This is an optimization exercise on Yosys and OpenROAD, whose aim is small area and a short achievable clock period, not a production implementation. The RTL was checked by simulation tests, not by an equivalence proof against the original design. No activity file was given, so power comes from the tool's default toggle rates.

**flow/standard.sh**
```bash
#!/bin/bash
# synth_recipe.tcl (not shown) runs the flow's synth.tcl, then flattens the netlist and writes it again
# the make line also repeats each setting of config.mk as NAME=value (left out here)
make -C /OpenROAD-flow-scripts/flow DESIGN_CONFIG=/design/flow/config.mk WORK_HOME=/design/flow/orfs CLKGATE_MAP_FILE= SYNTH_SCRIPT=/design/flow/synth_recipe.tcl "${@:-finish}"
```
**flow/config.mk**
```make
export PLATFORM = sky130hd
export DESIGN_NAME = rs_decoder_top
export DESIGN_NICKNAME = rs_decoder_top
export VERILOG_FILES = /design/flow/design.v
export SDC_FILE = /design/flow/constraint.sdc
export NUM_CORES = 4
export LEC_CHECK = 0
export CAP_MARGIN = 20
export CORE_MARGIN = 2
export CORE_UTILIZATION = 40
export SLEW_MARGIN = 20
```
**flow/design.v**
```verilog
package rs_gf_pkg;
  typedef logic [8-1:0] data_t;
  localparam int field_order = (2 ** 8) - 1;
  localparam logic [2*8-2:0] irr_poly = 285;
  function automatic data_t gf_mult(data_t a, data_t b);
    logic [2*8-2:0] prod;
    prod = '0;
    for (int i = 0; i < 8; i++) begin
      if (b[i]) begin
        prod ^= {{(8-1){1'b0}}, a} << i;
      end
    end
    for (int i = 2*8-2; i >= 8; i--) begin
      if (prod[i]) begin
        prod ^= irr_poly << (i - 8);
      end
    end
    gf_mult = prod[8-1:0];
  endfunction
  function automatic data_t gf_pow_alpha(int e);
    data_t r;
    r = data_t'(1);
    for (int i = 0; i < (e % field_order); i++) begin
      r = gf_mult(r, data_t'(2));
    end
    gf_pow_alpha = r;
  endfunction
  function automatic logic [3:0] gf16_mult(logic [3:0] a, logic [3:0] b);
    logic [6:0] p;
    p = '0;
    for (int i = 0; i < 4; i++) begin
      if (b[i]) begin
        p ^= {3'b000, a} << i;
      end
    end
    for (int i = 6; i >= 4; i--) begin
      if (p[i]) begin
        p ^= 7'b0010011 << (i - 4);
      end
    end
    gf16_mult = p[3:0];
  endfunction
  function automatic logic [3:0] gf16_inv(logic [3:0] a);
    case (a)
      4'h1: gf16_inv = 4'h1;  4'h2: gf16_inv = 4'h9;  4'h3: gf16_inv = 4'he;
      4'h4: gf16_inv = 4'hd;  4'h5: gf16_inv = 4'hb;  4'h6: gf16_inv = 4'h7;
      4'h7: gf16_inv = 4'h6;  4'h8: gf16_inv = 4'hf;  4'h9: gf16_inv = 4'h2;
      4'ha: gf16_inv = 4'hc;  4'hb: gf16_inv = 4'h5;  4'hc: gf16_inv = 4'ha;
      4'hd: gf16_inv = 4'h4;  4'he: gf16_inv = 4'h3;  4'hf: gf16_inv = 4'h8;
      default: gf16_inv = 4'h0;
    endcase
  endfunction
  localparam logic [63:0] to_comp   = 64'h20641a907854ccdf;
  localparam logic [63:0] from_comp = 64'hd45a80c4169af235;
  function automatic data_t gf_basis(data_t a, logic [63:0] m);
    for (int r = 0; r < 8; r++) begin
      gf_basis[r] = ^(a & m[8*r +: 8]);
    end
  endfunction
  function automatic data_t gf_inv(data_t a);
    data_t c;
    logic [3:0] d;
    logic [3:0] di;
    c  = gf_basis(a, to_comp);
    d  = gf16_mult(gf16_mult(c[7:4], c[7:4]), 4'h8) ^ gf16_mult(c[7:4], c[3:0]) ^ gf16_mult(c[3:0], c[3:0]);
    di = gf16_inv(d);
    gf_inv = gf_basis({gf16_mult(c[7:4], di), gf16_mult(c[7:4] ^ c[3:0], di)}, from_comp);
  endfunction
endpackage
package rs_frame_pkg;
  typedef logic [4-1:0] tag_t;
  typedef logic [$clog2(255)-1:0] pos_t;
  typedef logic [$clog2(8+2)-1:0] cnt_t;
endpackage
module rs_symbol_framer (
  input  logic               iclk,
  input  logic               ireset,
  input  logic               iclkena,
  input  logic               isop,
  input  logic               ival,
  input  rs_gf_pkg::data_t   idat,
  output logic               sym_val,
  output logic               sym_first,
  output rs_gf_pkg::data_t   sym_dat,
  output logic               synd_val,
  output rs_frame_pkg::tag_t synd_tag
);
  logic               in_v;
  logic               in_sop;
  rs_gf_pkg::data_t   in_dat;
  rs_frame_pkg::pos_t cnt;
  rs_frame_pkg::tag_t frame_tag;
  logic in_frame;
  logic last_sym;
  always_ff @(posedge iclk or posedge ireset) begin
    if (ireset) begin
      in_v <= 1'b0;
    end
    else begin
      in_v <= iclkena & ival;
    end
  end
  always_ff @(posedge iclk) begin
    in_sop <= isop;
    in_dat <= idat;
  end
  assign in_frame  = in_sop | (cnt != '0);
  assign sym_val   = in_v & in_frame;
  assign sym_first = in_v & in_sop;
  assign sym_dat   = in_dat;
  assign last_sym  = sym_val & (cnt == rs_frame_pkg::pos_t'(255-1));
  always_ff @(posedge iclk or posedge ireset) begin
    if (ireset) begin
      cnt       <= '0;
      frame_tag <= '0;
      synd_val  <= 1'b0;
      synd_tag  <= '0;
    end
    else begin
      synd_val <= last_sym;
      if (last_sym) begin
        cnt       <= '0;
        synd_tag  <= frame_tag;
        frame_tag <= frame_tag + 1'b1;
      end
      else if (sym_val) begin
        cnt <= in_sop ? rs_frame_pkg::pos_t'(1) : cnt + 1'b1;
      end
    end
  end
endmodule
module rs_syndrome_cell #(
  parameter int root_idx = 0
) (
  input  logic             iclk,
  input  logic             sym_val,
  input  logic             sym_first,
  input  rs_gf_pkg::data_t sym_dat,
  output rs_gf_pkg::data_t syndrome
);
  localparam rs_gf_pkg::data_t root = rs_gf_pkg::gf_pow_alpha(root_idx + 0);
  rs_gf_pkg::data_t acc_next;
  always_comb begin
    if (sym_first) begin
      acc_next = sym_dat;
    end
    else begin
      acc_next = rs_gf_pkg::gf_mult(syndrome, root) ^ sym_dat;
    end
  end
  always_ff @(posedge iclk) begin
    if (sym_val) begin
      syndrome <= acc_next;
    end
  end
endmodule
module rs_berlekamp_ribm (
  input  logic               iclk,
  input  logic               ireset,
  input  logic               synd_val,
  input  rs_frame_pkg::tag_t synd_tag,
  input  rs_gf_pkg::data_t [1:16] syndrome,
  input  logic               loc_take,
  output logic               loc_val,
  output rs_gf_pkg::data_t [0:8] loc_poly,
  output rs_gf_pkg::data_t [0:8-1] omega_poly,
  output rs_frame_pkg::cnt_t loc_len,
  output logic               loc_fail,
  output rs_frame_pkg::tag_t loc_tag
);
  localparam int t   = 8;
  localparam int t2  = 16;
  localparam int np  = t2 + t - 1;    
  rs_gf_pkg::data_t syn [0:t2-1];
  rs_gf_pkg::data_t lam [0:t];
  rs_gf_pkg::data_t cb  [0:t+1];
  rs_gf_pkg::data_t gamma;
  rs_gf_pkg::data_t delta;
  rs_gf_pkg::data_t acc;
  logic [5:0]       kv;
  logic             c1_keep;
  logic             busy;
  logic [4:0]       pass;
  logic [3:0]       step;
  logic [4:0]       idx;
  logic             p_first;
  logic             st0;
  logic             st1;
  logic             last_step;
  logic             p_bm;
  logic             p_fin;
  logic             swap;
  rs_gf_pkg::data_t lam_h;
  rs_gf_pkg::data_t cb_h;
  rs_gf_pkg::data_t lam_new;
  rs_gf_pkg::data_t s_h;
  rs_gf_pkg::data_t acc_new;
  rs_gf_pkg::data_t cb_w;
  logic [4:0]       idx_base;
  assign last_step = (step == 4'(t));
  assign p_bm      = (pass < 5'(t2));
  assign p_fin     = (pass == 5'(np));
  assign swap      = (delta != '0) && !kv[5];
  always_comb begin
    if (p_first) begin
      lam_h = st0 ? rs_gf_pkg::data_t'(1) : '0;
      cb_h  = st1 ? rs_gf_pkg::data_t'(1) : '0;
    end
    else begin
      lam_h = lam[0];
      cb_h  = (st0 || (st1 && !c1_keep)) ? '0 : cb[0];
    end
    lam_new = rs_gf_pkg::gf_mult(gamma, lam_h) ^ rs_gf_pkg::gf_mult(delta, cb_h);
    s_h     = idx[4] ? '0 : syn[idx[3:0]];
    acc_new = (st1 ? '0 : acc) ^ rs_gf_pkg::gf_mult(lam[t], s_h);
    if (!p_bm) begin
      cb_w = acc_new;
    end
    else if (st0 || swap) begin
      cb_w = lam_h;
    end
    else begin
      cb_w = cb_h;
    end
    if (pass < 5'(t2 - 1)) begin
      idx_base = pass + 5'd1;
    end
    else begin
      idx_base = pass - 5'(t2 - 1);
    end
  end
  always_ff @(posedge iclk or posedge ireset) begin
    if (ireset) begin
      busy    <= 1'b0;
      loc_val <= 1'b0;
      pass    <= '0;
      step    <= '0;
      p_first <= 1'b0;
      st0     <= 1'b0;
      st1     <= 1'b0;
    end
    else begin
      if (loc_take) begin
        loc_val <= 1'b0;
      end
      if (synd_val) begin
        busy    <= 1'b1;
        pass    <= '0;
        step    <= '0;
        p_first <= 1'b1;
        st0     <= 1'b1;
        st1     <= 1'b0;
      end
      else if (busy) begin
        st0 <= last_step;
        st1 <= st0;
        if (last_step) begin
          step    <= '0;
          pass    <= pass + 1'b1;
          p_first <= 1'b0;
        end
        else begin
          step <= step + 1'b1;
        end
        if (p_fin) begin
          busy    <= 1'b0;
          loc_val <= 1'b1;
        end
      end
    end
  end
  always_ff @(posedge iclk) begin
    acc <= acc_new;
    idx <= st0 ? idx_base : idx - 1'b1;
  end
  always_ff @(posedge iclk) begin
    if (synd_val) begin
      for (int j = 0; j < t2; j++) begin
        syn[j] <= syndrome[j+1];
      end
      loc_tag <= synd_tag;
      gamma   <= rs_gf_pkg::data_t'(1);
      delta   <= syndrome[1];
      kv      <= '0;
    end
    else if (busy) begin
      if (!p_fin) begin
        for (int j = 0; j < t; j++) begin
          lam[j] <= lam[j+1];
        end
        lam[t] <= lam_new;
      end
      if (p_bm || st0) begin
        for (int j = 0; j <= t; j++) begin
          cb[j] <= cb[j+1];
        end
        cb[t+1] <= cb_w;
      end
      if (st1 && p_bm) begin
        c1_keep <= swap;
      end
      if (st0 && !p_first && p_bm) begin
        delta <= acc_new;
      end
      if (last_step && p_bm) begin
        if (swap) begin
          gamma <= delta;
          kv    <= ~kv;
        end
        else begin
          kv    <= kv + 1'b1;
        end
        if (pass == 5'(t2 - 1)) begin
          gamma <= rs_gf_pkg::data_t'(1);
          delta <= '0;
        end
      end
    end
  end
  always_comb begin
    for (int i = 0; i <= t; i++) begin
      loc_poly[i] = lam[i];
    end
    for (int i = 0; i < t; i++) begin
      omega_poly[i] = cb[i+2];
    end
  end
  assign loc_fail = kv[5];
  assign loc_len  = rs_frame_pkg::cnt_t'((6'(t2) - kv) >> 1);
endmodule
module rs_chien_forney (
  input  logic               iclk,
  input  logic               ireset,
  input  logic               iclkena,
  input  logic               loc_val,
  input  rs_gf_pkg::data_t [0:8] loc_poly,
  input  rs_gf_pkg::data_t [0:8-1] omega_poly,
  input  rs_frame_pkg::cnt_t loc_len,
  input  logic               loc_fail,
  input  rs_frame_pkg::tag_t loc_tag,
  output logic               loc_take,
  output logic               oerr_val,
  output rs_frame_pkg::pos_t oerr_pos,
  output rs_gf_pkg::data_t   oerr_mag,
  output logic               oframe_done,
  output rs_frame_pkg::cnt_t oerr_cnt,
  output logic               odecfail,
  output rs_frame_pkg::tag_t otag
);
  localparam int t = 8;
  rs_gf_pkg::data_t lam_reg [0:t];
  rs_gf_pkg::data_t omg_reg [0:t-1];
  rs_gf_pkg::data_t lam_nxt [0:t];
  rs_gf_pkg::data_t omg_nxt [0:t-1];
  logic               e_val;
  rs_frame_pkg::pos_t e_pos;
  logic               e_last;
  rs_frame_pkg::cnt_t e_len;
  logic               e_fail;
  rs_frame_pkg::tag_t e_tag;
  rs_gf_pkg::data_t   lam_even;
  rs_gf_pkg::data_t   lam_odd;
  rs_gf_pkg::data_t   omg_sum;
  logic               e_root;
  rs_frame_pkg::cnt_t root_cnt;
  rs_frame_pkg::cnt_t root_cnt_nxt;
  logic               s1_val;
  logic               s1_last;
  logic               s1_root;
  rs_gf_pkg::data_t   s1_lodd;
  rs_gf_pkg::data_t   s1_omg;
  logic               s2_val;
  logic               s2_last;
  logic               s2_root;
  rs_gf_pkg::data_t   s2_inv;
  rs_gf_pkg::data_t   s2_omg;
  logic               en_d;
  logic               v_val;
  logic               v_done;
  rs_gf_pkg::data_t   v_mag;
  logic               p_val;
  logic               p_done;
  rs_gf_pkg::data_t   p_mag;
  assign e_last   = (e_pos == rs_frame_pkg::pos_t'(255-1));
  assign loc_take = en_d & loc_val & (~e_val | e_last);
  for (genvar g = 0; g <= t; g++) begin : g_term
    localparam rs_gf_pkg::data_t step = rs_gf_pkg::gf_pow_alpha(g);
    assign lam_nxt[g] = rs_gf_pkg::gf_mult(lam_reg[g], step);
    always_ff @(posedge iclk) begin
      if (loc_take) begin
        lam_reg[g] <= loc_poly[g];
      end
      else if (en_d && e_val) begin
        lam_reg[g] <= lam_nxt[g];
      end
    end
    if (g < t) begin : g_omega
      assign omg_nxt[g] = rs_gf_pkg::gf_mult(omg_reg[g], step);
      always_ff @(posedge iclk) begin
        if (loc_take) begin
          omg_reg[g] <= omega_poly[g];
        end
        else if (en_d && e_val) begin
          omg_reg[g] <= omg_nxt[g];
        end
      end
    end
  end
  always_comb begin
    lam_even = '0;
    lam_odd  = '0;
    omg_sum  = '0;
    for (int i = 0; i <= t; i++) begin
      if (i % 2 == 1) begin
        lam_odd ^= lam_nxt[i];
      end
      else begin
        lam_even ^= lam_nxt[i];
      end
    end
    for (int i = 0; i < t; i++) begin
      omg_sum ^= omg_nxt[i];
    end
  end
  assign e_root       = (lam_even ^ lam_odd) == '0;
  assign root_cnt_nxt = root_cnt + rs_frame_pkg::cnt_t'(e_root);
  always_ff @(posedge iclk or posedge ireset) begin
    if (ireset) begin
      en_d        <= 1'b0;
      e_val       <= 1'b0;
      e_pos       <= '0;
      s1_val      <= 1'b0;
      s2_val      <= 1'b0;
      v_val       <= 1'b0;
      v_done      <= 1'b0;
      p_val       <= 1'b0;
      p_done      <= 1'b0;
      root_cnt    <= '0;
      oerr_val    <= 1'b0;
      oerr_pos    <= '0;
      oframe_done <= 1'b0;
    end
    else begin
      en_d <= iclkena;
      if (en_d) begin
        if (loc_take) begin
          e_val <= 1'b1;
          e_pos <= '0;
        end
        else if (e_val) begin
          e_pos <= e_pos + 1'b1;
          if (e_last) begin
            e_val <= 1'b0;
          end
        end
        if (e_val) begin
          root_cnt <= e_last ? '0 : root_cnt_nxt;
        end
        s1_val <= e_val;
        s2_val <= s1_val;
        v_val  <= s2_val;
        v_done <= s2_val & s2_last;
        p_val  <= v_val;
        p_done <= v_done;
      end
      if (iclkena) begin
        oerr_val    <= en_d ? v_val  : p_val;
        oframe_done <= en_d ? v_done : p_done;
        if (oerr_val) begin
          oerr_pos <= (oerr_pos == rs_frame_pkg::pos_t'(255-1)) ? '0 : oerr_pos + 1'b1;
        end
      end
    end
  end
  always_ff @(posedge iclk) begin
    if (loc_take) begin
      e_len  <= loc_len;
      e_fail <= loc_fail;
      e_tag  <= loc_tag;
    end
    if (en_d) begin
      s1_last <= e_last;
      s1_root <= e_val & e_root;
      s1_lodd <= lam_odd;
      s1_omg  <= omg_sum;
      s2_last <= s1_last;
      s2_root <= s1_root;
      s2_inv  <= rs_gf_pkg::gf_inv(s1_lodd);
      s2_omg  <= s1_omg;
      v_mag   <= s2_root ? rs_gf_pkg::gf_mult(s2_omg, s2_inv) : '0;
      p_mag   <= v_mag;
      if (e_val && e_last) begin
        oerr_cnt <= root_cnt_nxt;
        odecfail <= e_fail | (root_cnt_nxt != e_len);
        otag     <= e_tag;
      end
    end
    if (iclkena) begin
      oerr_mag <= en_d ? v_mag : p_mag;
    end
  end
endmodule
module rs_decoder_top (
  input  logic               iclk,
  input  logic               ireset,
  input  logic               iclkena,
  input  logic               isop,
  input  logic               ival,
  input  rs_gf_pkg::data_t   idat,
  output logic               oerr_val,
  output rs_frame_pkg::pos_t oerr_pos,
  output rs_gf_pkg::data_t   oerr_mag,
  output logic               oframe_done,
  output rs_frame_pkg::cnt_t oerr_cnt,
  output logic               odecfail,
  output rs_frame_pkg::tag_t otag
);
  logic  sym_val;
  logic  sym_first;
  rs_gf_pkg::data_t sym_dat;
  logic  synd_val;
  rs_frame_pkg::tag_t  synd_tag;
  rs_gf_pkg::data_t [1:16] syndrome;
  logic  loc_val;
  logic  loc_take;
  rs_gf_pkg::data_t [0:8] loc_poly;
  rs_gf_pkg::data_t [0:8-1] omega_poly;
  rs_frame_pkg::cnt_t  loc_len;
  logic  loc_fail;
  rs_frame_pkg::tag_t  loc_tag;
  rs_symbol_framer framer0 (
    .iclk      (iclk),
    .ireset    (ireset),
    .iclkena   (iclkena),
    .isop      (isop),
    .ival      (ival),
    .idat      (idat),
    .sym_val   (sym_val),
    .sym_first (sym_first),
    .sym_dat   (sym_dat),
    .synd_val  (synd_val),
    .synd_tag  (synd_tag)
  );
  for (genvar g = 0; g < 16; g++) begin : g_synd
    rs_syndrome_cell #(
      .root_idx (g)
    ) cell0 (
      .iclk      (iclk),
      .sym_val   (sym_val),
      .sym_first (sym_first),
      .sym_dat   (sym_dat),
      .syndrome  (syndrome[g+1])
    );
  end
  rs_berlekamp_ribm ribm0 (
    .iclk       (iclk),
    .ireset     (ireset),
    .synd_val   (synd_val),
    .synd_tag   (synd_tag),
    .syndrome   (syndrome),
    .loc_take   (loc_take),
    .loc_val    (loc_val),
    .loc_poly   (loc_poly),
    .omega_poly (omega_poly),
    .loc_len    (loc_len),
    .loc_fail   (loc_fail),
    .loc_tag    (loc_tag)
  );
  rs_chien_forney chien0 (
    .iclk        (iclk),
    .ireset      (ireset),
    .iclkena     (iclkena),
    .loc_val     (loc_val),
    .loc_poly    (loc_poly),
    .omega_poly  (omega_poly),
    .loc_len     (loc_len),
    .loc_fail    (loc_fail),
    .loc_tag     (loc_tag),
    .loc_take    (loc_take),
    .oerr_val    (oerr_val),
    .oerr_pos    (oerr_pos),
    .oerr_mag    (oerr_mag),
    .oframe_done (oframe_done),
    .oerr_cnt    (oerr_cnt),
    .odecfail    (odecfail),
    .otag        (otag)
  );
endmodule
```
**flow/flow/run.sh**
```bash
#!/bin/bash
# Standard layout, with the setup repair aiming well below the clock period:
# the clock and constraints are unchanged, repair_timing just works until
# the worst path is at most TARGET ns long.
set -euo pipefail
TARGET=${TARGET:-5.6}
export SETUP_SLACK_MARGIN=$(python3 -c "print(round($FLOW_PERIOD_NS - $TARGET, 3))")
bash standard.sh > standard_flow.log 2>&1
```
**flow/constraint.sdc**
```tcl
create_clock -name core_clock -period 22.0 [get_ports {iclk}]
set_input_delay 4.4000 -clock core_clock [delete_from_list [all_inputs] [get_ports {iclk}]]
set_output_delay 4.4000 -clock core_clock [all_outputs]
set_load 0.01 [all_outputs]
```
==> results by group, run 1 <==
Yosys
  • Synth area leaders: edfxtp_1 49%, xnor2_1 16%, xor2_1 5.7%
  • Synth Area in Simple Gates: 0.105
  • Cells after Synth: 3292
  • Post-Synth XOR/XNOR Area: 0.235
  • Number of synthesized flops with an enable pin: 627
  • Compound-Gate Fraction of Synth Area: 0.0489
  • Top_reg_cell synth: edfxtp_1
  • Post-synthesis mux area share: 0.0260
  • Number of synthesized register bits: 733
  • Yosys top cell area share: 0.490
  • Post-synthesis async set-or-reset flop share: 0.0846
  • Unique masters post-synth: 88
  • Synth warnings: 26
  • Area leader, netlist: edfxtp_1
  • Main combinational cell family by area after synthesis: XOR/XNOR gates
  • Seq/Total Area, Yosys: 0.554
  • Synth Area in Adders: 0.0101
  • Syn avg cell area: 11.7 sq um
  • Synth Net Count: 3336
  • Cell Area, Synth: 0.0384 sq mm

CTS
  • Clk latency of the worst-skew pair: 0.64 ns
  • Number of CTS-inserted buffers: 80
  • CTS H-tree depth: 3
  • Longest Clk Path Bufs: 3
  • Clock sinks: 733
  • Root Driver: clkbuf_16
  • CTS tree: done
  • Clock slew at reported path FFs: 0.06 ns

Critical path
  • CP max stage delay: 0.40 ns
  • Critical path required time: 17.60 ns
  • CP max FO: 3
  • Critical path data arrival time: 1.16 ns
  • CP bufs+invs: 1
  • Crit-path leading delay family: flip-flops
  • Crit Path Category: flip-flop to output port
  • Slowest cell on the critical path: dfrtp_1
  • Worst path cell trace: buf_2
  • Setup crit end kind: output port
  • Worst setup SP type: flip-flop

Die
  • Core area: 0.0950 sq mm
  • Die X: 314 um
  • Die ar.: 0.0985 sq mm
  • Die H: 314 um
  • Core Rows: 113
  • Io pins: 40
  • Initial Util: 0.404

STA
  • Worst Skew: 0.0213 ns
  • Final Hold Viols: 0
  • Final worst slack: 16.44 ns
  • Minimum clock period after layout: 5.56 ns
  • Setup TNS Final: 0 ns
  • Tcrit/Tclk final: 0.253
  • Worst slew pin tran: 1.00 ns
  • Relative slew slack: 0.333
  • Fmax: 0.180 GHz
  • RSZ-0062 raised after global routing: true
  • Fin. max-slew vios: 0
  • Setup-failing EPs final: 0

Drt
  • DRT antenna net count: 0
  • TritonRoute pass-1 iters: 7
  • Drt wl/cell: 19.0 um
  • Vias: 23000
  • 1st-iter DRT viols: 2013
  • DRT Wirelength: 87700 um
  • DRC viols: 0
  • Vias/cell: 4.97

Flow run
  • Max cap viols: 0

Place
  • Detailed placement HPWL: 56700 um
  • IO Port Bufs: 39
  • Worst slack, placed: 15.57 ns
  • Gpl congestion: 0.822

Global route
  • Vias in the first global route: 22400
  • All-layer global routing usage: 0.177
  • Aggregate global routing overflow: 0
  • First-pass GRT wire length: 135000 um
  • Initial antenna violation count: 0
  • Largest net degree at the start of global routing: 98

Cells and area
  • Largest regs: g_synd.cell0.syndrome x128, ribm0.syn x128, ribm0.cb x80
  • Multi-input gate area: 0.0165 sq mm
  • Filler cells: 8738
  • Antenna Cells: 0
  • Register area: 0.0213 sq mm
  • Layout Nets: 3328
  • Share of cells above drive strength 1: 0.0935
  • Commonest non-fill, non-tap cell in the layout: xnor2_1
  • Area grow syn2layout: 11.5%
  • Most frequent cells in the layout: 707 x xnor2_1, 627 x edfxtp_1, 557 x nand2_1

Power and ir drop
  • Max rail drop VDD: 0.000140 V
  • PD cells: 107 mW/mm^2
  • P_leak: 15.2 nW
  • Final Total Pwr: 0.00458 W

Outcome
  • Status: complete, no violations

Hold path
  • Hold Path Class: flip-flop to flip-flop
==> where the power goes <==
part	total [W]	switching [W]	internal (W)
sequential	0.00182	0.000109	0.00171
combinational	0.00137	0.000635	0.000736
clock	0.00139	0.000559	0.000828
==> through the flow <==
| stage | cell area, sq um | instances | hold WS [ns] | util |
|---|---|---|---|---|
| after global routing | 42800 | 4614 | 0.427 | 0.451 |
| after detailed placement | 39900 | 4445 | 0.406 | 0.420 |
| after CTS | 42600 | 4606 | 0.419 | 0.448 |
| after global placement | 39900 | 4445 | 0.400 | 0.420 |
| final | 42800 | 4614 | 0.418 | 0.451 |
| after floorplan | 38400 | 3292 | 0.400 | - |
==> repair_timing <==
action / CTS / global route
hold buffers: 0 / 0
setup buffers: 14 / 7
pin swaps: 0 / 2
gates resized for setup: 111 / 22
endpoints found under the setup margin: 34 / 16
==> worst paths after layout <==
path                                                     start                         endpoint  slack, ns  depth (start not counted)
worst max-delay path            chien0.oerr_pos[3]$_DFFE_PP0P_                      oerr_pos[3]      16.44                          1
worst min-delay path                chien0.s1_omg[5]$_DFFE_PP_       chien0.s2_omg[5]$_DFFE_PP_       0.42                          0
worst max register to register     chien0.s1_lodd[1]$_DFFE_PP_       chien0.s2_inv[1]$_DFFE_PP_      16.67                         18
worst min register to register      chien0.s1_omg[5]$_DFFE_PP_       chien0.s2_omg[5]$_DFFE_PP_       0.42                          0
max in group asynchronous                               ireset       framer0.synd_val$_DFF_PP0_      17.01                          3
min in group asynchronous                               ireset  framer0.synd_tag[2]$_DFFE_PP0P_       4.38                          3
==> synth_stat cells (29+ instances only) <==
library cell    n
inv_1          36
mux2_2         59
a21oi_1        71
nor2_1        219
xor2_1        249
ha_1           31
nand3_1        29
dfrtp_1        62
o21ai_0        88
mux2i_1        29
dfxtp_1        44
clkbuf_1      140
nand2_1       558
edfxtp_1      627
xnor2_1       710
==> cells by family after synthesis <==
family | Yosys count
AO/OA/AOI/OAI | 288
AND/OR/NAND/NOR | 950
XOR/XNOR | 987
multiplexers | 90
flip-flops | 733
buffers and inverters | 213
adder cells (fa/ha/maj) | 31
==> layer usage <==
metal	global-route usage	share of wire	vias up
met3	0.0293	0.046	117
li1	-	-	11100
met4	0.0487	0.024	0
met5	0	0	-
met2	0.290	0.48	521
met1	0.242	0.45	11200
==> area by class of cell <==
class / instances / share of cell area
Tap cell: 1265 / 0.0370
Clock buffer: 108 / 0.0519
Sequential cell: 733 / 0.497
Timing Repair Buffer: 84 / 0.0149
Multi-Input combinational cell: 2346 / 0.384
Clock inverter: 39 / 0.0111
Inverter: 39 / 0.00362
==> run 2, diff against run 1 <==
==> flow/run.sh (new file) <==
#!/bin/bash
# synth_recipe.tcl (not shown) runs the flow's synth.tcl, then flattens the netlist and writes it again
# the make line also repeats each setting of config.mk as NAME=value (left out here)
make -C /OpenROAD-flow-scripts/flow DESIGN_CONFIG=/design/flow/config.mk WORK_HOME=/design/flow/orfs CLKGATE_MAP_FILE= SYNTH_SCRIPT=/design/flow/synth_recipe.tcl finish
removed: flow/flow/run.sh
removed: flow/standard.sh
==> results by group, run 2 <==
Drt
  • DRT Wirelength: 86500 um (-1.4%)
  • Drt wl/cell: 18.8 um (-0.88%)
  • Vias/cell: 4.98 (+0.12%)
  • 1st-iter DRT viols: 1908 (-5.2%)
  • TritonRoute pass-1 iters: 6 (-1)
  • DRT antenna net count: 0 (unchanged)
  • DRC viols: 0 (unchanged)
  • Vias: 22900 (-0.40%)

Global route
  • All-layer global routing usage: 0.177 (about the same)
  • Initial antenna violation count: 0 (unchanged)
  • Largest net degree at the start of global routing: 80 (-18%)
  • First-pass GRT wire length: 136000 um (+0.28%)
  • Aggregate global routing overflow: 0 (unchanged)
  • Vias in the first global route: 22900 (+2.2%)

Critical path
  • Setup crit end kind: output port
  • CP max FO: 7 (+4)
  • Reg2reg end: chien0.s2_inv[1]$_DFFE_PP_
  • Crit-path leading delay family: buffers and inverters
  • Critical path required time: 17.60 ns (about the same)
  • Worst setup SP type: flip-flop
  • Flop-to-flop setup slack: 16.28 ns (-0.39 ns)
  • Worst reg2reg path depth: 20 (+2)
  • Slowest cell on the critical path: clkdlybuf4s50_1
  • Worst path cell trace: clkdlybuf4s50_1
  • Critical path data arrival time: 1.67 ns (+0.51 ns)
  • CP bufs+invs: 1 (unchanged)
  • Reg-to-Reg Start: chien0.s1_lodd[5]$_DFFE_PP_
  • Crit Path Category: flip-flop to output port
  • CP max stage delay: 0.58 ns (+0.18 ns)

Yosys
  • Top_reg_cell synth: edfxtp_1
  • Unique masters post-synth: 88 (unchanged)
  • Cell Area, Synth: 0.0384 sq mm (unchanged)
  • Number of synthesized flops with an enable pin: 627 (unchanged)
  • Count leader, synth: xnor2_1
  • Area leader, netlist: edfxtp_1
  • Top cells by count, synth: 710 x xnor2_1, 627 x edfxtp_1, 558 x nand2_1, 249 x xor2_1, 219 x nor2_1
  • Synth area leaders: edfxtp_1 49%, xnor2_1 16%, xor2_1 5.7%
  • Synth Net Count: 3336 (unchanged)
  • Seq/Total Area, Yosys: 0.554 (unchanged)
  • Yosys top cell area share: 0.490 (unchanged)
  • Synth warnings: 26 (unchanged)
  • Number of synthesized register bits: 733 (unchanged)
  • Syn avg cell area: 11.7 sq um (unchanged)
  • Cells after Synth: 3292 (unchanged)
  • Post-synthesis async set-or-reset flop share: 0.0846 (unchanged)

Die
  • Die H: 314 um (unchanged)
  • Initial Util: 0.404 (unchanged)
  • Core area: 0.0950 sq mm (unchanged)
  • Core Rows: 113 (unchanged)
  • Io pins: 40 (unchanged)
  • Die X: 314 um (unchanged)
  • Die ar.: 0.0985 sq mm (unchanged)

STA
  • Final worst slack: 15.93 ns (-0.508 ns)
  • RSZ-0062 raised after global routing: false
  • Fin. max-slew vios: 0 (unchanged)
  • Fmax: 0.165 GHz (-8.4%)
  • Final Hold Viols: 0 (unchanged)
  • Relative slew slack: 0.273 (-0.0606)
  • Setup TNS Final: 0 ns (unchanged)
  • Final hold slack: 0.416 ns (-0.00191 ns)
  • Worst Skew: 0.0213 ns (-0.0000569 ns)
  • Worst slew pin tran: 1.09 ns (+0.0858 ns)
  • Tcrit/Tclk final: 0.276 (+0.0231)
  • Minimum clock period after layout: 6.07 ns (+0.508 ns)
  • Setup-failing EPs final: 0 (unchanged)

CTS
  • CTS resizes: 0 (-100%)
  • CTS tree: done
  • Number of CTS-inserted buffers: 80 (unchanged)
  • CTS Hold Bufs: 0 (unchanged)
  • Clk latency of the worst-skew pair: 0.63 ns (about the same)
  • Root Driver: clkbuf_16
  • CTS H-tree depth: 3 (unchanged)
  • Longest Clk Path Bufs: 3 (unchanged)
  • Clock slew at reported path FFs: 0.06 ns (about the same)
  • Clock sinks: 733 (unchanged)
  • Setup bufs post-CTS: 0 (-14)

Flow run
  • Max cap viols: 0 (unchanged)

Place
  • Gpl congestion: 0.839 (+2.1%)
  • Worst slack, placed: 15.53 ns (-0.0419 ns)
  • IO Port Bufs: 39 (unchanged)
  • Placed Area: 0.0399 sq mm (about the same)
  • Detailed placement HPWL: 56700 um (about the same)

Cells and area
  • Share of cells above drive strength 1: 0.0740 (-0.0195)
  • Commonest non-fill, non-tap cell in the layout: xnor2_1
  • Most frequent cells in the layout: 710 x xnor2_1, 627 x edfxtp_1, 557 x nand2_1
  • Finished layout cell area: 0.0424 sq mm (-0.96%)
  • Area grow syn2layout: 10.4%
  • Largest regs: g_synd.cell0.syndrome x128, ribm0.syn x128, ribm0.cb x80
  • Layout Nets: 3306 (-0.66%)
  • Antenna Cells: 0 (unchanged)

Hold path
  • Hold wc startpoint: ribm0.loc_tag[2]$_DFFE_PP_
  • WHS Endpoint: chien0.e_tag[2]$_DFFE_PP_
  • Hold Path Depth: 0 (unchanged)
  • Hold Path Class: flip-flop to flip-flop

Power and ir drop
  • PD cells: 105 mW/mm^2 (-1.5%)
  • P_leak: 14.9 nW (-1.7%)
  • Max rail drop VDD: 0.0000937 V (-33%)

Outcome
  • Status: complete, no violations
==> run 2: cell counts after synthesis <==
Identical to the previous run, type by type.
==> run 2: worst max-delay path by stage <==
stage	to	slack, ns	start	cells after the start
floorplan	ribm0.cb[0][0]$_DFFE_PP_	15.04	framer0.synd_val$_DFF_PP0_	2
global placement	chien0.oerr_pos[7]$_DFFE_PP0P_	15.56	iclkena	6
detailed placement	chien0.oerr_pos[7]$_DFFE_PP0P_	15.53	iclkena	6
CTS	oerr_pos[0]	15.89	chien0.oerr_pos[0]$_DFFE_PP0P_	1
global route	chien0.s2_inv[7]$_DFFE_PP_	15.80	chien0.s1_lodd[5]$_DFFE_PP_	19
finish	oerr_pos[0]	15.93	chien0.oerr_pos[0]$_DFFE_PP0P_	1
==> run 2: routing by layer <==
metal,up-vias,GRT usage,share of wire
met5,-,0,0
met4,0,0.0540,0.028
met3,129,0.0239,0.040
met2,485,0.293,0.48
met1,11100,0.241,0.45
li1,11100,-,-
==> run 2: area by class of cell <==
| cell class | count | area [sq um] |
|---|---|---|
| clock inverters | 42 | 302 |
| inverters | 39 | 151 |
| well taps | 1265 | 1580 |
| multi-input cells | 2346 | 16400 |
| fillers | 8815 | 52600 |
| clock buffers | 103 | 2170 |
| repair buffers | 62 | 563 |
| flip-flops and latches | 733 | 21300 |
==> run 2: logic make-up after synthesis <==
logic type,Yosys count,synth area share
AO/OA/AOI/OAI,288,0.0489
XOR/XNOR,987,0.235
adder cells (fa/ha/maj),31,0.0101
buffers and inverters,213,0.0220
flip-flops,733,0.554
multiplexers,90,0.0260
AND/OR/NAND/NOR,950,0.105
==> run 2: report_power, final <==
group          switching, W  internal, W
clock network      0.000550     0.000732
registers          0.000108      0.00171
logic              0.000634     0.000731
total               0.00129      0.00317
==> run 2: worst register-to-register path, delay by kind of cell (launching register included) <==
| kind | cells | cell delay, ns |
|---|---|---|
| XOR/XNOR | 8 | 2.49 |
| AND/OR/NAND/NOR | 6 | 1.15 |
| flip-flops | 1 | 0.57 |
| adder cells (fa/ha/maj) | 2 | 0.49 |
| buffers and inverters | 2 | 0.38 |
| AO/OA/AOI/OAI | 1 | 0.24 |
| multiplexers | 1 | 0.13 |
==> run 2: metrics by stage <==
stage / cells / utilization / power, W
global placement: 4445 / 0.420 / 0.00320
detailed placement: 4445 / 0.420 / 0.00322
floorplan: 3292 / - / 0.00299
CTS: 4590 / 0.446 / 0.00451
finish: 4590 / 0.446 / 0.00446
global route: 4590 / 0.446 / 0.00470
==> run 3, diff against run 2 <==
--- a/flow/design.v
+++ b/flow/design.v
@@ -84,4 +84,3 @@
   output rs_gf_pkg::data_t   sym_dat,
-  output logic               synd_val,
-  output rs_frame_pkg::tag_t synd_tag
+  output logic               synd_val
 );
@@ -91,3 +90,2 @@
   rs_frame_pkg::pos_t cnt;
-  rs_frame_pkg::tag_t frame_tag;
   logic in_frame;
@@ -114,5 +112,3 @@
       cnt       <= '0;
-      frame_tag <= '0;
       synd_val  <= 1'b0;
-      synd_tag  <= '0;
     end
@@ -122,4 +118,2 @@
         cnt       <= '0;
-        synd_tag  <= frame_tag;
-        frame_tag <= frame_tag + 1'b1;
       end
@@ -160,3 +154,2 @@
   input  logic               synd_val,
-  input  rs_frame_pkg::tag_t synd_tag,
   input  rs_gf_pkg::data_t [1:16] syndrome,
@@ -167,4 +160,3 @@
   output rs_frame_pkg::cnt_t loc_len,
-  output logic               loc_fail,
-  output rs_frame_pkg::tag_t loc_tag
+  output logic               loc_fail
 );
@@ -280,3 +272,2 @@
       end
-      loc_tag <= synd_tag;
       gamma   <= rs_gf_pkg::data_t'(1);
@@ -339,3 +330,2 @@
   input  logic               loc_fail,
-  input  rs_frame_pkg::tag_t loc_tag,
   output logic               loc_take,
@@ -350,2 +340,3 @@
   localparam int t = 8;
+  logic               en_d;
   rs_gf_pkg::data_t lam_reg [0:t];
@@ -357,5 +348,7 @@
   logic               e_last;
+  logic               e_root;
   rs_frame_pkg::cnt_t e_len;
   logic               e_fail;
-  rs_frame_pkg::tag_t e_tag;
+  rs_frame_pkg::cnt_t root_cnt;
+  rs_frame_pkg::cnt_t root_cnt_nxt;
   rs_gf_pkg::data_t   lam_even;
@@ -363,6 +356,4 @@
   rs_gf_pkg::data_t   omg_sum;
-  logic               e_root;
-  rs_frame_pkg::cnt_t root_cnt;
-  rs_frame_pkg::cnt_t root_cnt_nxt;
   logic               s1_val;
+  logic               s1_first;
   logic               s1_last;
@@ -370,3 +361,2 @@
   rs_gf_pkg::data_t   s1_lodd;
-  rs_gf_pkg::data_t   s1_omg;
   logic               s2_val;
@@ -375,4 +365,2 @@
   rs_gf_pkg::data_t   s2_inv;
-  rs_gf_pkg::data_t   s2_omg;
-  logic               en_d;
   logic               v_val;
@@ -383,4 +371,6 @@
   rs_gf_pkg::data_t   p_mag;
+  logic               omg_take;
   assign e_last   = (e_pos == rs_frame_pkg::pos_t'(255-1));
   assign loc_take = en_d & loc_val & (~e_val | e_last);
+  assign omg_take = en_d & s1_val & s1_first;
   for (genvar g = 0; g <= t; g++) begin : g_term
@@ -399,6 +389,6 @@
       always_ff @(posedge iclk) begin
-        if (loc_take) begin
+        if (omg_take) begin
           omg_reg[g] <= omega_poly[g];
         end
-        else if (en_d && e_val) begin
+        else if (en_d && s2_val) begin
           omg_reg[g] <= omg_nxt[g];
@@ -441,2 +431,3 @@
       oframe_done <= 1'b0;
+      otag        <= '0;
     end
@@ -471,2 +462,5 @@
         end
+        if (oframe_done) begin
+          otag <= otag + 1'b1;
+        end
       end
@@ -478,15 +472,13 @@
       e_fail <= loc_fail;
-      e_tag  <= loc_tag;
     end
     if (en_d) begin
-      s1_last <= e_last;
-      s1_root <= e_val & e_root;
-      s1_lodd <= lam_odd;
-      s1_omg  <= omg_sum;
-      s2_last <= s1_last;
-      s2_root <= s1_root;
-      s2_inv  <= rs_gf_pkg::gf_inv(s1_lodd);
-      s2_omg  <= s1_omg;
-      v_mag   <= s2_root ? rs_gf_pkg::gf_mult(s2_omg, s2_inv) : '0;
-      p_mag   <= v_mag;
+      s1_first <= (e_pos == '0);
+      s1_last  <= e_last;
+      s1_root  <= e_val & e_root;
+      s1_lodd  <= lam_odd;
+      s2_last  <= s1_last;
+      s2_root  <= s1_root;
+      s2_inv   <= rs_gf_pkg::gf_inv(s1_lodd);
+      v_mag    <= s2_root ? rs_gf_pkg::gf_mult(omg_sum, s2_inv) : '0;
+      p_mag    <= v_mag;
       if (e_val && e_last) begin
@@ -494,3 +486,2 @@
         odecfail <= e_fail | (root_cnt_nxt != e_len);
-        otag     <= e_tag;
       end
@@ -521,3 +512,2 @@
   logic  synd_val;
-  rs_frame_pkg::tag_t  synd_tag;
   rs_gf_pkg::data_t [1:16] syndrome;
@@ -529,3 +519,2 @@
   logic  loc_fail;
-  rs_frame_pkg::tag_t  loc_tag;
   rs_symbol_framer framer0 (
@@ -540,4 +529,3 @@
     .sym_dat   (sym_dat),
-    .synd_val  (synd_val),
-    .synd_tag  (synd_tag)
+    .synd_val  (synd_val)
   );
@@ -558,3 +546,2 @@
     .synd_val   (synd_val),
-    .synd_tag   (synd_tag),
     .syndrome   (syndrome),
@@ -565,4 +552,3 @@
     .loc_len    (loc_len),
-    .loc_fail   (loc_fail),
-    .loc_tag    (loc_tag)
+    .loc_fail   (loc_fail)
   );
@@ -577,3 +563,2 @@
     .loc_fail    (loc_fail),
-    .loc_tag     (loc_tag),
     .loc_take    (loc_take),
==> flow/flow/run.sh (new file) <==
#!/bin/bash
# Standard layout, with the setup repair aiming well below the clock period:
# the clock and constraints are unchanged, repair_timing just works until
# the worst path is at most TARGET ns long.
set -euo pipefail
TARGET=${TARGET:-5.6}
export SETUP_SLACK_MARGIN=$(python3 -c "print(round($FLOW_PERIOD_NS - $TARGET, 3))")
bash standard.sh > standard_flow.log 2>&1
==> flow/standard.sh (new file) <==
#!/bin/bash
# synth_recipe.tcl (not shown) runs the flow's synth.tcl, then flattens the netlist and writes it again
# the make line also repeats each setting of config.mk as NAME=value (left out here)
make -C /OpenROAD-flow-scripts/flow DESIGN_CONFIG=/design/flow/config.mk WORK_HOME=/design/flow/orfs CLKGATE_MAP_FILE= SYNTH_SCRIPT=/design/flow/synth_recipe.tcl "${@:-finish}"
--- a/flow/config.mk
+++ b/flow/config.mk
@@ -9,3 +9,5 @@
 export CORE_MARGIN = 2
-export CORE_UTILIZATION = 40
+export CORE_UTILIZATION = 55
+export CTS_CLUSTER_DIAMETER = 120
+export CTS_CLUSTER_SIZE = 26
 export SLEW_MARGIN = 20
removed: flow/run.sh
==> results by group, run 3 <==
Outcome
  • Status: complete, no violations

Yosys
  • Yosys top cell area share: 0.481 (-0.00949)
  • Number of synthesized flops with an enable pin: 600 (-4.3%)
  • Area leader, netlist: edfxtp_1
  • Cells after Synth: 3286 (-0.18%)
  • Post-synthesis async set-or-reset flop share: 0.0826 (-0.00196)
  • Synth Net Count: 3331 (-0.15%)
  • Cell Area, Synth: 0.0375 sq mm (-2.4%)
  • Seq/Total Area, Yosys: 0.543 (-0.0106)
  • Number of synthesized register bits: 702 (-4.2%)
  • Synth area leaders: edfxtp_1 48%, xnor2_1 17%, nand2_1 5.9%
  • Synth warnings: 26 (unchanged)
  • Count leader, synth: xnor2_1
  • Syn avg cell area: 11.4 sq um (-2.2%)
  • Top_reg_cell synth: edfxtp_1
  • Unique masters post-synth: 90 (+2.3%)
  • Top cells by count, synth: 720 x xnor2_1, 600 x edfxtp_1, 588 x nand2_1, 248 x xor2_1, 203 x nor2_1

Global route
  • GR Layer Usage met2: 0.423 (+0.130)
  • First-pass GRT wire length: 136000 um (+0.45%)
  • Largest net degree at the start of global routing: 92 (+15%)
  • Vias in the first global route: 22900 (+0.087%)
  • Aggregate global routing overflow: 0 (unchanged)
  • Busiest grt layer: met2
  • Initial antenna violation count: 0 (unchanged)
  • Met1 usage: 0.349 (+0.107)
  • GR Util met3: 0.0195 (-0.00444)
  • All-layer global routing usage: 0.249 (+0.0727)

Cells and area
  • Layout Nets: 3305 (-0.030%)
  • Multi-input gate area: 0.0165 sq mm (+0.86%)
  • Largest regs: g_synd.cell0.syndrome x128, ribm0.syn x128, ribm0.cb x80
  • Layout Cells excl Fill: 4158 (-9.4%)
  • Share of cells above drive strength 1: 0.0697 (-0.00427)
  • Commonest non-fill, non-tap cell in the layout: xnor2_1
  • Antenna Cells: 0 (unchanged)
  • Register area: 0.0204 sq mm (-4.3%)
  • Filler cells: 5564 (-37%)
  • Area grow syn2layout: 6.29%
  • Most frequent cells in the layout: 712 x xnor2_1, 600 x edfxtp_1, 585 x nand2_1

Drt
  • Vias/cell: 5.55 (+11%)
  • DRC viols: 0 (unchanged)
  • Vias: 23100 (+0.98%)
  • TritonRoute pass-1 iters: 5 (-1)
  • 1st-iter DRT viols: 2029 (+6.3%)
  • DRT Wirelength: 87500 um (+1.2%)
  • DRT antenna net count: 0 (unchanged)
  • Drt wl/cell: 21.1 um (+12%)

STA
  • Setup TNS Final: 0 ns (unchanged)
  • Worst Skew: 0.0345 ns (+0.0132 ns)
  • Setup-failing EPs final: 0 (unchanged)
  • Fin. max-slew vios: 0 (unchanged)
  • Tcrit/Tclk final: 0.255 (-0.0206)
  • Final worst slack: 16.38 ns (+0.453 ns)
  • Minimum clock period after layout: 5.62 ns (-0.453 ns)
  • Relative slew slack: 0.285 (+0.0124)
  • Fmax: 0.178 GHz (+8.1%)
  • RSZ-0062 raised after global routing: true
  • Final Hold Viols: 0 (unchanged)
  • Worst slew pin tran: 1.07 ns (-0.0200 ns)

CTS
  • Clock sinks: 702 (-4.2%)
  • CTS tree: done
  • Root Driver: clkbuf_16
  • Clock slew at reported path FFs: 0.11 ns (+0.05 ns)
  • Number of CTS-inserted buffers: 31 (-61%)
  • Longest Clk Path Bufs: 3 (unchanged)
  • CTS H-tree depth: 1 (-2)
  • Clk latency of the worst-skew pair: 0.67 ns (+0.04 ns)

Hold path
  • Hold Path Class: flip-flop to flip-flop

Power and ir drop
  • Sw Share: 0.317 (+0.0274)
  • Int Pwr: 0.00258 W (-19%)
  • Max rail drop VDD: 0.0000889 V (-5.2%)
  • Sequential Power Share: 0.461 (+0.054)
  • P_leak: 14.1 nW (-5.7%)
  • Clock power share: 0.185 (-0.102)
  • NetSw: 0.00120 W (-7.3%)
  • PD cells: 95.0 mW/mm^2 (-9.8%)
  • Comb power frac: 0.354 (+0.048)

Die
  • Initial Util: 0.557 (+0.153)
  • Die X: 265 um (-16%)
  • Die H: 265 um (-16%)
  • Io pins: 40 (unchanged)
  • Core area: 0.0673 sq mm (-29%)
  • Core Rows: 95 (-16%)
  • Die ar.: 0.0702 sq mm (-29%)

Place
  • Detailed placement HPWL: 58900 um (+3.8%)
  • Gpl congestion: 0.856 (+2.0%)
  • # placed instances: 4062 (-8.6%)
  • Worst slack, placed: 15.53 ns (+0.00960 ns)
  • IO Port Bufs: 39 (unchanged)

Critical path
  • Critical path required time: 17.60 ns (about the same)
  • Setup crit end kind: output port
  • Crit-path leading delay family: flip-flops
  • Critical path data arrival time: 1.22 ns (-0.45 ns)
  • Slowest cell on the critical path: dfrtp_1
  • CP max stage delay: 0.41 ns (-0.17 ns)
  • CP bufs+invs: 1 (unchanged)
  • Worst setup SP type: flip-flop
  • Crit Path Category: flip-flop to output port
  • Worst path cell trace: buf_2
  • CP max FO: 2 (-5)

Flow run
  • Max cap viols: 0 (unchanged)
[run 3: changes by cell type in the layout (fill, tap and decap cells not counted), moves of 16 or more]
cell,previous run,this run
buf_4,23,62
mux2_2,59,35
clkdlybuf4s50_1,39,12
nand2_1,557,585
edfxtp_1,627,600
clkinv_2,18,1
nor2_1,219,203
buf_2,0,24
clkbuf_16,81,32
[run 3: metrics by stage]
step / utilization / instance area (sq um) / hold WS [ns] / power, W
2_1_floorplan: - / 37500 / 0.400 / 0.00285
4_1_cts: 0.589 / 39600 / 0.433 / 0.00380
3_5_place_dp: 0.573 / 38500 / 0.408 / 0.00309
3_3_place_gp: 0.573 / 38500 / 0.409 / 0.00306
6_report: 0.592 / 39800 / 0.432 / 0.00378
5_1_grt: 0.592 / 39800 / 0.441 / 0.00400
[run 3: power by group through the flow]
| stage | clock network [W] | logic, W | registers [W] |
|---|---|---|---|
| 6_report | 0.000700 | 0.00134 | 0.00174 |
| 5_1_grt | 0.000760 | 0.00149 | 0.00176 |
| 4_1_cts | 0.000717 | 0.00134 | 0.00174 |
| 3_5_place_dp | 0 | 0.00131 | 0.00177 |
| 3_3_place_gp | 0 | 0.00128 | 0.00177 |
| 2_1_floorplan | 0 | 0.00112 | 0.00173 |
[run 3: per-layer routing]
| layer | wire length [um] | up-vias |
|---|---|---|
| met1 | 38500 | 11400 |
| met2 | 42900 | 576 |
| li1 | - | 11000 |
| met3 | 3640 | 111 |
| met5 | 0 | - |
| met4 | 2490 | 0 |
[run 3: cells by family after synthesis]
family / share of synthesized area
fa+ha+maj: 0.0110
buf+inv: 0.0219
xor+xnor: 0.238
mux: 0.0236
flops: 0.543
compound gates: 0.0508
simple gates: 0.112
[run 3: timing repair]
action                                  CTS  global route
buffers inserted                         28            10
gates resized for setup                 120            14
endpoints found under the setup margin   35            31
hold buffers                              0             0
pin swaps                                 1             1
[run 3: layout make-up]
type                    instances  area share
flip-flops and latches        702       0.511
multi-input cells            2382       0.414
well taps                     873      0.0274
clock buffers                  56      0.0224
repair buffers                104      0.0196
inverters                      39     0.00386
clock inverters                 2     0.00126
[run 3: worst paths after layout]
kind | startpoint | to | slack, ns | cells after the start
worst max-delay path | chien0.oerr_pos[5]$_DFFE_PP0P_ | oerr_pos[5] | 16.38 | 1
worst min-delay path | ribm0.cb[1][0]$_DFFE_PP_ | ribm0.cb[0][0]$_DFFE_PP_ | 0.43 | 0
worst max register to register | chien0.s1_lodd[1]$_DFFE_PP_ | chien0.s2_inv[2]$_DFFE_PP_ | 16.73 | 20
worst min register to register | ribm0.cb[1][0]$_DFFE_PP_ | ribm0.cb[0][0]$_DFFE_PP_ | 0.43 | 0
max in group asynchronous | ireset | framer0.synd_val$_DFF_PP0_ | 17.14 | 3
min in group asynchronous | ireset | chien0.oerr_pos[6]$_DFFE_PP0P_ | 4.31 | 3
==> run 4, diff against run 3 <==
--- a/flow/config.mk
+++ b/flow/config.mk
@@ -9,5 +9,3 @@
 export CORE_MARGIN = 2
-export CORE_UTILIZATION = 55
-export CTS_CLUSTER_DIAMETER = 120
-export CTS_CLUSTER_SIZE = 26
+export CORE_UTILIZATION = 40
 export SLEW_MARGIN = 20
==> results by group, run 4 <==
Power and ir drop
  • Final Total Pwr: 0.00431 W (+14%)
  • Int Pwr: 0.00305 W (+18%)
  • PD cells: 103 mW/mm^2 (+8.4%)
  • P_leak: 14.8 nW (+5.5%)
  • Sw Share: 0.292 (-0.0246)
  • Sequential Power Share: 0.405 (-0.056)
  • NetSw: 0.00126 W (+5.1%)
  • Max rail drop VDD: 0.0000916 V (+3.0%)
  • Comb power frac: 0.296 (-0.058)
  • Clock power share: 0.299 (+0.114)

Yosys
  • Yosys top cell area share: 0.481 (unchanged)
  • Seq/Total Area, Yosys: 0.543 (unchanged)
  • Post-synthesis mux area share: 0.0236 (unchanged)
  • Syn avg cell area: 11.4 sq um (unchanged)
  • Synth Area in Simple Gates: 0.112 (unchanged)
  • Top_reg_cell synth: edfxtp_1
  • Synth area leaders: edfxtp_1 48%, xnor2_1 17%, nand2_1 5.9%
  • Area leader, netlist: edfxtp_1
  • Synth Area in Adders: 0.0110 (unchanged)
  • Synth Net Count: 3331 (unchanged)
  • Number of synthesized flops with an enable pin: 600 (unchanged)
  • Count leader, synth: xnor2_1
  • Compound-Gate Fraction of Synth Area: 0.0508 (unchanged)
  • Cell Area, Synth: 0.0375 sq mm (unchanged)
  • Cells after Synth: 3286 (unchanged)
  • Post-Synth XOR/XNOR Area: 0.238 (unchanged)
  • Post-synthesis async set-or-reset flop share: 0.0826 (unchanged)
  • Synth warnings: 26 (unchanged)
  • Top cells by count, synth: 720 x xnor2_1, 600 x edfxtp_1, 588 x nand2_1, 248 x xor2_1, 203 x nor2_1
  • Number of synthesized register bits: 702 (unchanged)
  • Main combinational cell family by area after synthesis: XOR/XNOR gates
  • Unique masters post-synth: 90 (unchanged)

Critical path
  • Worst path depth: 1 (unchanged)
  • Critical path required time: 17.60 ns (about the same)
  • Crit-path leading delay family: flip-flops
  • Critical path data arrival time: 1.21 ns (about the same)
  • Reg2reg end: chien0.s2_inv[1]$_DFFE_PP_
  • CP bufs+invs: 1 (unchanged)
  • Setup crit end kind: output port
  • Critical path origin: chien0.otag[3]$_DFFE_PP0P_
  • Worst reg2reg path depth: 19 (-5.0%)
  • CP max FO: 2 (unchanged)
  • Worst setup path endpoint: otag[3]
  • CP max stage delay: 0.45 ns (+0.04 ns)
  • Slowest cell on the critical path: dfrtp_2
  • Worst setup SP type: flip-flop
  • Reg-to-Reg Start: chien0.s1_lodd[3]$_DFFE_PP_
  • Crit Path Category: flip-flop to output port
  • Flop-to-flop setup slack: 16.76 ns (+0.03 ns)
  • Worst path cell trace: buf_6

STA
  • RSZ-0062 raised after global routing: true
  • Setup TNS Final: 0 ns (unchanged)
  • Final Hold Viols: 0 (unchanged)
  • Minimum clock period after layout: 5.61 ns (-0.00180 ns)
  • Worst slew pin tran: 1.09 ns (+0.0275 ns)
  • Relative slew slack: 0.268 (-0.0175)
  • Fmax: 0.178 GHz (about the same)
  • Fin. max-slew vios: 0 (unchanged)
  • Setup-failing EPs final: 0 (unchanged)
  • Worst Skew: 0.0239 ns (-0.0105 ns)
  • Tcrit/Tclk final: 0.255 (about the same)

Die
  • Die H: 310 um (+17%)
  • Io pins: 40 (unchanged)
  • Die ar.: 0.0961 sq mm (+37%)
  • Die X: 310 um (+17%)
  • Core area: 0.0930 sq mm (+38%)
  • Core Rows: 112 (+18%)
  • Initial Util: 0.403 (-0.154)

Drt
  • DRT Wirelength: 86100 um (-1.6%)
  • DRT antenna net count: 0 (unchanged)
  • 1st-iter DRT viols: 1891 (-6.8%)
  • Vias: 22900 (-0.64%)
  • TritonRoute pass-1 iters: 7 (+2)
  • Vias/cell: 4.96 (-11%)
  • Drt wl/cell: 18.6 um (-12%)
  • DRC viols: 0 (unchanged)

CTS
  • CTS Hold Bufs: 0 (unchanged)
  • Clock sinks: 702 (unchanged)
  • Clock slew at reported path FFs: 0.06 ns (-0.05 ns)
  • Root Driver: clkbuf_16
  • CTS tree: done
  • Longest Clk Path Bufs: 3 (unchanged)
  • CTS H-tree depth: 3 (+2)
  • Number of CTS-inserted buffers: 78 (+150%)
  • Clk latency of the worst-skew pair: 0.62 ns (-0.05 ns)

Global route
  • Largest net degree at the start of global routing: 86 (-6.5%)
  • All-layer global routing usage: 0.180 (-0.0699)
  • Vias in the first global route: 22500 (-2.0%)
  • Aggregate global routing overflow: 0 (unchanged)
  • Initial antenna violation count: 0 (unchanged)
  • First-pass GRT wire length: 134000 um (-2.0%)

Flow run
  • Max cap viols: 0 (unchanged)

Cells and area
  • Most frequent cells in the layout: 715 x xnor2_1, 600 x edfxtp_1, 585 x nand2_1
  • Antenna Cells: 0 (unchanged)
  • Area grow syn2layout: 11.7%
  • Filler cells: 8683 (+56%)
  • Commonest non-fill, non-tap cell in the layout: xnor2_1
  • Layout Nets: 3352 (+1.4%)
  • Multi-input gate area: 0.0164 sq mm (-0.41%)
  • Share of cells above drive strength 1: 0.0913 (+0.0216)
  • Largest regs: g_synd.cell0.syndrome x128, ribm0.syn x128, ribm0.cb x80
  • Register area: 0.0204 sq mm (about the same)

Hold path
  • Hold Path Class: flip-flop to flip-flop

Outcome
  • Status: complete, no violations

Place
  • Gpl congestion: 0.813 (-5.0%)
  • IO Port Bufs: 39 (unchanged)
  • Detailed placement HPWL: 55700 um (-5.4%)
==> run 4: cell counts after synthesis <==
No cell type changed its count.
==> run 4: layout make-up <==
| class | instances | share of cell area |
|---|---|---|
| clock inverter | 37 | 0.00828 |
| tap | 1254 | 0.0375 |
| timing repair buffer | 104 | 0.0195 |
| clock buffer | 108 | 0.0520 |
| inverter | 39 | 0.00365 |
| sequential | 702 | 0.487 |
| multi-input combinational | 2382 | 0.392 |
==> run 4: power groups by stage <==
stage               clock network [W]  registers, W  logic, W
floorplan                           0       0.00173   0.00112
CTS                           0.00131       0.00175   0.00128
detailed placement                  0       0.00177   0.00125
finish                        0.00129       0.00174   0.00128
global route                  0.00136       0.00176   0.00142
global placement                    0       0.00177   0.00123
==> run 4: per-stage QoR <==
step	utilization	worst slack (ns)	cell area, sq um	hold slack [ns]	instances
after CTS	0.448	16.35	41700	0.422	4619
final	0.450	16.39	41800	0.419	4626
after floorplan	-	16.70	37500	0.400	3286
after global placement	0.420	15.71	39000	0.408	4448
after global routing	0.450	16.34	41800	0.428	4626
after detailed placement	0.420	15.53	39000	0.415	4448
==> run 4: cells by family after synthesis <==
kind of cell             Yosys count
multiplexers                      81
XOR/XNOR                         989
AO/OA/AOI/OAI                    294
adder cells (fa/ha/maj)           33
flip-flops                       702
buffers and inverters            202
AND/OR/NAND/NOR                  985
==> run 4: per-layer routing <==
metal,share of wire,GRT usage
met2,0.47,0.292
met3,0.036,0.0223
met1,0.47,0.254
met4,0.021,0.0453
met5,0,0
==> run 4: worst min path at each step <==
stage	cells past startpoint	endpoint	slack, ns	start
after global placement	0	ribm0.cb[0][1]$_DFFE_PP_	0.41	ribm0.cb[1][1]$_DFFE_PP_
final	0	ribm0.cb[0][3]$_DFFE_PP_	0.42	ribm0.cb[1][3]$_DFFE_PP_
after detailed placement	0	ribm0.cb[0][1]$_DFFE_PP_	0.41	ribm0.cb[1][1]$_DFFE_PP_
after CTS	0	ribm0.cb[0][3]$_DFFE_PP_	0.42	ribm0.cb[1][3]$_DFFE_PP_
after global routing	0	ribm0.cb[0][1]$_DFFE_PP_	0.43	ribm0.cb[1][1]$_DFFE_PP_
after floorplan	0	chien0.s2_last$_DFFE_PP_	0.40	chien0.s1_last$_DFFE_PP_
==> run 4: repair_timing <==
item,in CTS,in global routing
gates resized for setup,125,8
setup buffers,26,5
pin swaps,1,1
endpoints found under the setup margin,35,23
==> run 5, diff against run 4 <==
--- a/flow/design.v
+++ b/flow/design.v
@@ -167,3 +167,4 @@
   rs_gf_pkg::data_t lam [0:t];
-  rs_gf_pkg::data_t cb  [0:t+1];
+  rs_gf_pkg::data_t cb  [0:t-1];
+  rs_gf_pkg::data_t cb_d;
   rs_gf_pkg::data_t gamma;
@@ -186,2 +187,3 @@
   rs_gf_pkg::data_t cb_h;
+  rs_gf_pkg::data_t cb_x;
   rs_gf_pkg::data_t lam_new;
@@ -198,3 +200,3 @@
       lam_h = st0 ? rs_gf_pkg::data_t'(1) : '0;
-      cb_h  = st1 ? rs_gf_pkg::data_t'(1) : '0;
+      cb_h  = st0 ? rs_gf_pkg::data_t'(1) : '0;
     end
@@ -202,5 +204,6 @@
       lam_h = lam[0];
-      cb_h  = (st0 || (st1 && !c1_keep)) ? '0 : cb[0];
+      cb_h  = (st0 && !c1_keep) ? '0 : cb[0];
     end
-    lam_new = rs_gf_pkg::gf_mult(gamma, lam_h) ^ rs_gf_pkg::gf_mult(delta, cb_h);
+    cb_x    = st0 ? '0 : cb_d;
+    lam_new = rs_gf_pkg::gf_mult(gamma, lam_h) ^ rs_gf_pkg::gf_mult(delta, cb_x);
     s_h     = idx[4] ? '0 : syn[idx[3:0]];
@@ -214,3 +217,3 @@
     else begin
-      cb_w = cb_h;
+      cb_w = cb_x;
     end
@@ -264,3 +267,4 @@
   always_ff @(posedge iclk) begin
-    acc <= acc_new;
+    acc  <= acc_new;
+    cb_d <= cb_h;
     idx <= st0 ? idx_base : idx - 1'b1;
@@ -283,7 +287,7 @@
       end
-      if (p_bm || st0) begin
-        for (int j = 0; j <= t; j++) begin
+      if (p_bm ? !last_step : st0) begin
+        for (int j = 0; j < t-1; j++) begin
           cb[j] <= cb[j+1];
         end
-        cb[t+1] <= cb_w;
+        cb[t-1] <= cb_w;
       end
@@ -315,3 +319,3 @@
     for (int i = 0; i < t; i++) begin
-      omega_poly[i] = cb[i+2];
+      omega_poly[i] = cb[i];
     end
@@ -376,3 +380,3 @@
   for (genvar g = 0; g <= t; g++) begin : g_term
-    localparam rs_gf_pkg::data_t step = rs_gf_pkg::gf_pow_alpha(g);
+    localparam rs_gf_pkg::data_t step = rs_gf_pkg::gf_pow_alpha(g + rs_gf_pkg::field_order - 4);
     assign lam_nxt[g] = rs_gf_pkg::gf_mult(lam_reg[g], step);
--- a/flow/config.mk
+++ b/flow/config.mk
@@ -9,3 +9,5 @@
 export CORE_MARGIN = 2
-export CORE_UTILIZATION = 40
+export CORE_UTILIZATION = 60
+export CTS_CLUSTER_DIAMETER = 100
+export CTS_CLUSTER_SIZE = 22
 export SLEW_MARGIN = 20
==> results by group, run 5 <==
Outcome
  • Status: complete, no violations

Power and ir drop
  • Max rail drop VDD: 0.000131 V (+43%)
  • PD cells: 97.9 mW/mm^2 (-5.0%)

Cells and area
  • Core Util, Final: 0.644 (+0.194)
  • Layout Nets: 3279 (-2.2%)
  • Commonest non-fill, non-tap cell in the layout: xnor2_1
  • Share of cells above drive strength 1: 0.0653 (-0.0261)
  • Layout Cells excl Fill: 4046 (-13%)
  • Multi-input gate area: 0.0158 sq mm (-4.1%)
  • Register area: 0.0200 sq mm (-1.6%)
  • Largest regs: g_synd.cell0.syndrome x128, ribm0.syn x128
  • Most frequent cells in the layout: 679 x xnor2_1, 630 x nand2_1, 584 x edfxtp_1
  • Finished layout cell area: 0.0389 sq mm (-7.1%)

Drt
  • Drt wl/cell: 20.6 um (+11%)
  • DRT Wirelength: 83500 um (-3.0%)
  • DRT antenna net count: 0 (unchanged)
  • 1st-iter DRT viols: 2078 (+9.9%)
  • DRC viols: 0 (unchanged)
  • Vias: 23200 (+1.2%)

Yosys
  • Count leader, synth: xnor2_1
  • Top_reg_cell synth: edfxtp_1
  • Synth Area in Simple Gates: 0.117 (+0.00548)
  • Number of synthesized register bits: 694 (-1.1%)
  • Yosys top cell area share: 0.480 (-0.00129)
  • Post-synthesis async set-or-reset flop share: 0.0836 (+0.000952)
  • Syn avg cell area: 11.2 sq um (-1.8%)
  • Synth Area in Adders: 0.0118 (+0.000784)
  • Synth warnings: 26 (unchanged)
  • Unique masters post-synth: 81 (-10%)
  • Post-synthesis mux area share: 0.0164 (-0.00719)
  • Compound-Gate Fraction of Synth Area: 0.0550 (+0.00413)
  • Number of synthesized flops with an enable pin: 584 (-2.7%)
  • Synth area leaders: edfxtp_1 48%, xnor2_1 16%, nand2_1 6.5%
  • Cell Area, Synth: 0.0366 sq mm (-2.4%)
  • Top cells by count, synth: 683 x xnor2_1, 632 x nand2_1, 584 x edfxtp_1, 214 x xor2_1, 197 x nor2_1
  • Main combinational cell family by area after synthesis: XOR/XNOR gates
  • Cells after Synth: 3266 (-0.61%)

Die
  • Die H: 251 um (-19%)
  • Initial Util: 0.606 (+0.203)
  • Die ar.: 0.0629 sq mm (-35%)
  • Core area: 0.0604 sq mm (-35%)
  • Die X: 251 um (-19%)

STA
  • Worst slew pin tran: 1.06 ns (-0.0371 ns)
  • Fmax: 0.180 GHz (+0.99%)
  • RSZ-0062 raised after global routing: true
  • Setup TNS Final: 0 ns (unchanged)
  • Tcrit/Tclk final: 0.253 (-0.00251)
  • Relative slew slack: 0.277 (+0.00990)

CTS
  • Clock slew at reported path FFs: 0.09 ns (+0.03 ns)
  • CTS H-tree depth: 2 (-1)
  • Longest Clk Path Bufs: 3 (unchanged)
  • Number of CTS-inserted buffers: 38 (-51%)
  • CTS tree: done

Critical path
  • Setup crit end kind: output port
  • Crit Path Category: flip-flop to output port
  • CP bufs+invs: 1 (unchanged)
  • Crit-path leading delay family: flip-flops
  • Worst path cell trace: buf_2
  • Worst setup SP type: flip-flop
  • Slowest cell on the critical path: dfrtp_2

Global route
  • Aggregate global routing overflow: 0 (unchanged)
  • First-pass GRT wire length: 130000 um (-2.6%)
  • Largest net degree at the start of global routing: 83 (-3.5%)
  • Initial antenna violation count: 0 (unchanged)
  • Vias in the first global route: 22200 (-1.1%)

Place
  • IO Port Bufs: 39 (unchanged)
  • Placed Area: 0.0375 sq mm (-3.9%)
  • # placed instances: 3941 (-11%)
  • Gpl congestion: 0.870 (+7.1%)

Hold path
  • Hold Path Class: flip-flop to flip-flop

Flow run
  • Max cap viols: 0 (unchanged)
[run 5: cells by family (layout without fill, tap and decap cells)]
family | after synthesis | after routing
and+or+nand+nor | 1017 | 1017
adders and majority gates | 35 | 35
xor gates and xnor gates | 918 | 918
other | 0 | 1
buffers and inverters | 229 | 226
muxes | 55 | 55
AOI/OAI and AO/OA | 318 | 318
DFF | 694 | 694
[run 5: power by group]
group	switching [W]	leakage [nW]	internal, W
Combinational	0.000603	6.83	0.000697
Sequential	0.000108	6.41	0.00163
Clock	0.000428	0.545	0.000341
[run 5: metrics by stage]
step,setup WS [ns],total power (W)
3_3_place_gp,15.38,0.00299
3_5_place_dp,15.33,0.00303
5_1_grt,16.34,0.00401
6_report,16.44,0.00380
2_1_floorplan,16.45,0.00284
4_1_cts,16.32,0.00381
[run 5: worst paths after layout]
| check | from | to | slack, ns | cells past startpoint |
|---|---|---|---|---|
| min | chien0.s1_root$_DFFE_PP_ | chien0.s2_root$_DFFE_PP_ | 0.43 | 0 |
| max | chien0.oerr_pos[1]$_DFFE_PP0P_ | oerr_pos[1] | 16.44 | 1 |
| max in group asynchronous | ireset | chien0.en_d$_DFF_PP0_ | 16.95 | 3 |
| max reg2reg | chien0.s1_lodd[4]$_DFFE_PP_ | chien0.s2_inv[6]$_DFFE_PP_ | 16.58 | 18 |
| min reg2reg | chien0.s1_root$_DFFE_PP_ | chien0.s2_root$_DFFE_PP_ | 0.43 | 0 |
| min in group asynchronous | ireset | framer0.cnt[0]$_DFFE_PP0P_ | 4.40 | 3 |
[run 5: per-layer routing]
| metal | GRT usage | share of wire | up-vias |
|---|---|---|---|
| met3 | 0.0258 | 0.053 | 102 |
| met4 | 0.0617 | 0.020 | 0 |
| met2 | 0.438 | 0.49 | 732 |
| li1 | - | - | 10900 |
| met5 | 0 | 0 | - |
| met1 | 0.382 | 0.44 | 11500 |
[run 5: worst register-to-register path, cell delays in order (launching register included)]
cell      delay [ns]
edfxtp_1        0.49
buf_4           0.21
xnor2_4         0.28
or2_2           0.18
nand2_1         0.08
ha_1            0.20
xnor2_1         0.14
xnor2_1         0.24
xnor2_2         0.14
xnor2_4         0.25
xnor3_2         0.54
ha_1            0.23
or2_2           0.29
mux2i_1         0.29
mux2i_4         0.19
nand2_1         0.11
xnor3_1         0.41
xnor3_2         0.48
xor3_1          0.42
[run 5: area by class of cell]
cell class              count  share of cell area
clock inverters             6             0.00180
inverters                  53             0.00544
flip-flops and latches    694               0.516
multi-input cells        2343               0.405
clock buffers              63              0.0274
repair buffers            104              0.0189
well taps                 782              0.0252
diodes                      1           0.0000644
[run 5: what timing repair did]
action,4_1_cts,5_1_grt
setup endpoints to repair,42,16
buffers inserted,22,13
hold buffers,0,0
endpoints found under the hold margin,0,0
resized for setup,112,12
pin swaps,0,2
gates cloned,0,0

Check on run 5: ideal ports give 16.441 ns setup slack; a clkbuf_16 on the clock port and buf_2 on the inputs give 16.375 ns; moving port delays by the midpoint clock arrival (0.652 ns) as well gives 16.084 ns.
